Background: an optimization exercise with open tools, aiming at small area, a short achievable clock period and few clock cycles. Do not read the settings as production practice.
Only simulation tests tie the RTL to the original design; equivalence was not proved.
Power figures rest on the tool's default switching activity, not on a simulated workload.

Design fft_stage_top, start of the top module:
module fft_stage_top
(
	input logic clk,
	input logic reset,
	input logic start,
	input fft_pkg::level_t level,
	input logic load_en,
	input fft_pkg::addr_t load_addr,
	input fft_pkg::sample_t load_real,
	input fft_pkg::sample_t load_imag,
	input fft_pkg::addr_t rd_addr,
	output logic busy,
	output logic done,
	output fft_pkg::sample_t rd_real,
	output fft_pkg::sample_t rd_imag
);
	logic rs_run, rs_start, rs_valid, rs_last, rs_bypass, rs_swap;
	logic [2:0] rs_ri0, rs_ri1;
	fft_pkg::pair_t rs_k;
	logic [1:0] rs_start_sel;
	logic [31:0] rd0, rd1, x0_start, xs_start;
	logic bf_we, bf_last;
	logic [2:0] bf_wi0, bf_wi1;
	logic [31:0] bf_wd0, bf_wd1;
	logic we0, we1;
	logic [2:0] wi0, wi1;
	logic [31:0] wd0, wd1;
	logic load_par;
	pair_sequencer u_seq
	(
		.clk(clk), .reset(reset), .start(start), .level(level), .wr_last(bf_last),
		.busy(busy), .done(done), .rs_run(rs_run), .rs_start(rs_start), .rs_valid(rs_valid),
		.rs_last(rs_last), .rs_bypass(rs_bypass), .rs_ri0(rs_ri0), .rs_ri1(rs_ri1),
		.rs_swap(rs_swap), .rs_k(rs_k), .rs_start_sel(rs_start_sel)
	);
	butterfly u_bfly
	(
		.clk(clk), .reset(reset), .rs_start(rs_start), .rs_valid(rs_valid),
		.rs_last(rs_last), .rs_bypass(rs_bypass), .rs_ri0(rs_ri0), .rs_ri1(rs_ri1),
		.rs_swap(rs_swap), .rs_k(rs_k), .rs_level(rs_start_sel),
		.rd0(rd0), .rd1(rd1), .x0_start(x0_start), .xs_start(xs_start),
		.wr_valid(bf_we), .wr_last(bf_last),
		.wi0(bf_wi0), .wd0(bf_wd0), .wi1(bf_wi1), .wd1(bf_wd1)
	);
	assign load_par = ^load_addr;
	assign we0 = bf_we || (load_en && !load_par);
	assign we1 = bf_we || (load_en && load_par);
	assign wi0 = bf_we ? bf_wi0 : load_addr[2:0];
	assign wi1 = bf_we ? bf_wi1 : load_addr[2:0];
	assign wd0 = bf_we ? bf_wd0 : {load_real, load_imag};
	assign wd1 = bf_we ? bf_wd1 : {load_real, load_imag};
	sample_buffer u_buf
	(
		.clk(clk), .run(rs_run), .ri0(rs_ri0), .ri1(rs_ri1), .start_sel(rs_start_sel),
  ...
For scale: about 80 I/O pins, ~0.054 mm^2 of cells after synthesis.
clock: 8.5 ns
lec_check: 0
cap_margin: 20
core_margin: 2
core_utilization: 65
cts_buf_list: sky130_fd_sc_hd__clkbuf_8
cts_cluster_size: 20
setup_slack_margin: 5
slew_margin: 20
tns_end_percent: 5
run.sh (not shown) runs the stock make flow with config.mk's settings and CLKGATE_MAP_FILE= SYNTH_SCRIPT=/design/flow/synth_recipe.tcl, a recipe that flattens the netlist after the stock synthesis.
The first run finished with timing, DRC and antenna clean.
Testbench counts at the start, summed over its fixed seeds: cycles 10,888.
Next try:
- CORE_UTILIZATION: 65 -> 50
- TNS_END_PERCENT: 5 -> not set
Result: The new run produced a clean layout; first-iteration DRC count decreases by about 14%; routed wire length grows by 2.4%; total power rises by 4.6%; synthesized area does not change; combinational power rises by 8.6%.
Next try:
- ABC_AREA: not set -> 1
- CORE_UTILIZATION: 50 -> 65
- TNS_END_PERCENT: not set -> 5
Outcome: Non-clock buffer count is lower by 148; clock skew is lower by 0.0095 ns; via count is higher by 24%; routed wire length is higher by 7.2%; global-route usage is higher by 11 points; sequential cell count is unchanged; hold slack gets worse by 0.012 ns; cell count is higher by 23%; final area is lower by 3.7%; setup slack gets worse by 0.12 ns; synthesized cell count is higher by 41%.
Next try:
- ABC_AREA: 1 -> not set
- CORE_UTILIZATION: 65 -> 55
The changed run finished clean.
Core utilization went down by 8.6 points.
Worst setup slack gets better by 0.15 ns.
Final area hardly moves.

---

fft_stage_top again, from the RTL that the note above started with.
clock: 8.5 ns
lec_check: 0
cap_margin: 20
core_margin: 2
core_utilization: 60
cts_buf_list: sky130_fd_sc_hd__clkbuf_8
cts_cluster_size: 30
setup_slack_margin: 5
slew_margin: 20
tns_end_percent: 5
The baseline passed the timing, DRC and antenna checks.
Testbench counts at the start, summed over its fixed seeds: cycles 10,888.
Change:
- CORE_UTILIZATION: 60 -> 50
- CTS_BUF_LIST: sky130_fd_sc_hd__clkbuf_8 -> default
- CTS_CLUSTER_SIZE: 30 -> default
- TNS_END_PERCENT: 5 -> default
Effect:
- The changed run completed without violations
- critical path depth rose by 1
- via count decreases by 1.2%
- worst setup slack got worse by 0.063 ns
- total power grows by 5.6%
- first-iteration DRC count decreases by 9.9%
- non-clock buffer count climbs by 43
- sequential power stays flat
- core utilization falls by 9.5 points
- register-to-register slack loses 0.06 ns
Change:
- TNS_END_PERCENT: default -> 20
Outcome: Clock skew fell by 0.0069 ns. Worst setup slack improved by 0.0065 ns. Register-to-register slack stays flat. Routed wire length barely changes. Via count fell slightly. Design area fell slightly. Sequential power barely changes. Fmax stays flat. Non-clock buffer count rose by 2.
Change:
- CTS_BUF_LIST: default -> sky130_fd_sc_hd__clkbuf_8
- CTS_CLUSTER_SIZE: default -> 20
Total power goes down by about 2.8%.
Core utilization goes down by 1.5 points.
Via count is about the same.
Cell area goes down by 2.4%.
Clock-buffer cell count goes up by 60.
Final cell count goes up by 1.1%.
Global-route usage goes down by 0.30 points.
Sequential share of layout area goes up by 0.92 points.
Sequential cell count does not change.
Worst hold slack gets worse by 0.019 ns.

---

== v12 ==
Starting RTL as in the previous note.
Settings: LEC_CHECK=0, CAP_MARGIN=20, CORE_MARGIN=2, CORE_UTILIZATION=60, CTS_BUF_LIST=sky130_fd_sc_hd__clkbuf_8, CTS_CLUSTER_SIZE=20, SETUP_SLACK_MARGIN=5, SLEW_MARGIN=20, TNS_END_PERCENT=5; clock period 8.5 ns.
In summary, v12 completed successfully, with a layout that passed the timing, DRC and antenna checks.
Testbench counts of v12, summed over its fixed seeds: cycles 10,888.
Edits applied to the flow inputs when going from v12 to v36:
# v12
export LEC_CHECK = 0
export CAP_MARGIN = 20
export CORE_MARGIN = 2
export CORE_UTILIZATION = 60
export CTS_BUF_LIST = sky130_fd_sc_hd__clkbuf_8
export CTS_CLUSTER_SIZE = 20
export SETUP_SLACK_MARGIN = 5
export SLEW_MARGIN = 20
export TNS_END_PERCENT = 5
create_clock -name core_clock -period 8.5 [get_ports {clk}]
# v36
export LEC_CHECK = 0
export CAP_MARGIN = 20
export CORE_MARGIN = 2
export CORE_UTILIZATION = 65
export CTS_BUF_LIST = sky130_fd_sc_hd__clkbuf_8
export CTS_CLUSTER_SIZE = 30
export SETUP_SLACK_MARGIN = 4.9
export SLEW_MARGIN = 20
export TNS_END_PERCENT = 5
create_clock -name core_clock -period 8.5 [get_ports {clk}]
Notes after the runs:
Per the comparison of v36 with v12, clock-buffer cell count increased by 2.7% relative to the old numbers, non-clock inverter total of the final layout now sits higher. For the synthesis-to-layout area growth, v36 came in 3.3 points lower than v12 did. Switching share of power: v36 vs v12 down 1.1 points. Summary of v36 over v12: net total in the final layout decreased by about 1.4% relative to the old numbers, path depth of the worst reg2reg path decreased by 3 relative to the old numbers, register-to-register slack decreased by 0.15 ns relative to the old numbers, detail-routed via count per cell increased by about 1.3% relative to the old numbers, count of inserted tapcells decreased by about 8% relative to the old numbers. v36: full flow OK, the timing, DRC and antenna checks passed. Part of the power in combinational logic delta for v36 relative to v12: 2.2 points lower.

port drivers added, routing unchanged:
How much do the figures lean on ideal ports? The routed layouts below were timed once more, with nothing changed but the port constraints. Step 1 sets driving cells, clkbuf_16 on the clock port and buf_2 on the other inputs (assumed; they add their load-dependent delay and slew). Step 2 moves the port delays by t, midway between the first and last clock arrival at a register: inputs arrive t later, outputs are due t later. That takes back most of the time a late clock gives input paths. Slacks: ideal ports / drivers / drivers and shift; pairs: ideal ports / drivers.
| run | t, ns | slack for setup (ns) | slew at the worst register clock pin (ns) | worst data-port slew with drivers (ns) |
|---|---|---|---|---|
| the first run of note 1 | 0.934 | 4.753 / 4.707 / 3.937 | 0.07 / 0.07 | 0.11 |
| the second run of note 1 | 0.910 | 4.795 / 4.795 / 4.087 | 0.08 / 0.08 | 0.10 |
| the third run of note 1 | 0.923 | 4.673 / 4.673 / 3.902 | 0.07 / 0.07 | 0.08 |
| the fourth run of note 1 | 0.942 | 4.819 / 4.819 / 3.969 | 0.07 / 0.07 | 0.10 |
| the first run of note 2 | 0.964 | 4.858 / 4.858 / 3.979 | 0.07 / 0.07 | 0.12 |
| the second run of note 2 | 0.774 | 4.795 / 4.795 / 4.200 | 0.07 / 0.07 | 0.10 |
| the third run of note 2 | 0.772 | 4.802 / 4.802 / 4.177 | 0.07 / 0.07 | 0.17 |
| the fourth run of note 2 | 0.932 | 4.676 / 4.676 / 3.839 | 0.07 / 0.07 | 0.20 |
| v12 | 0.964 | 4.858 / 4.858 / 3.979 | 0.07 / 0.07 | 0.12 |
| v36 | 0.901 | 4.707 / 4.707 / 3.919 | 0.07 / 0.07 | 0.10 |
After both steps setup and hold are still met in every run listed.
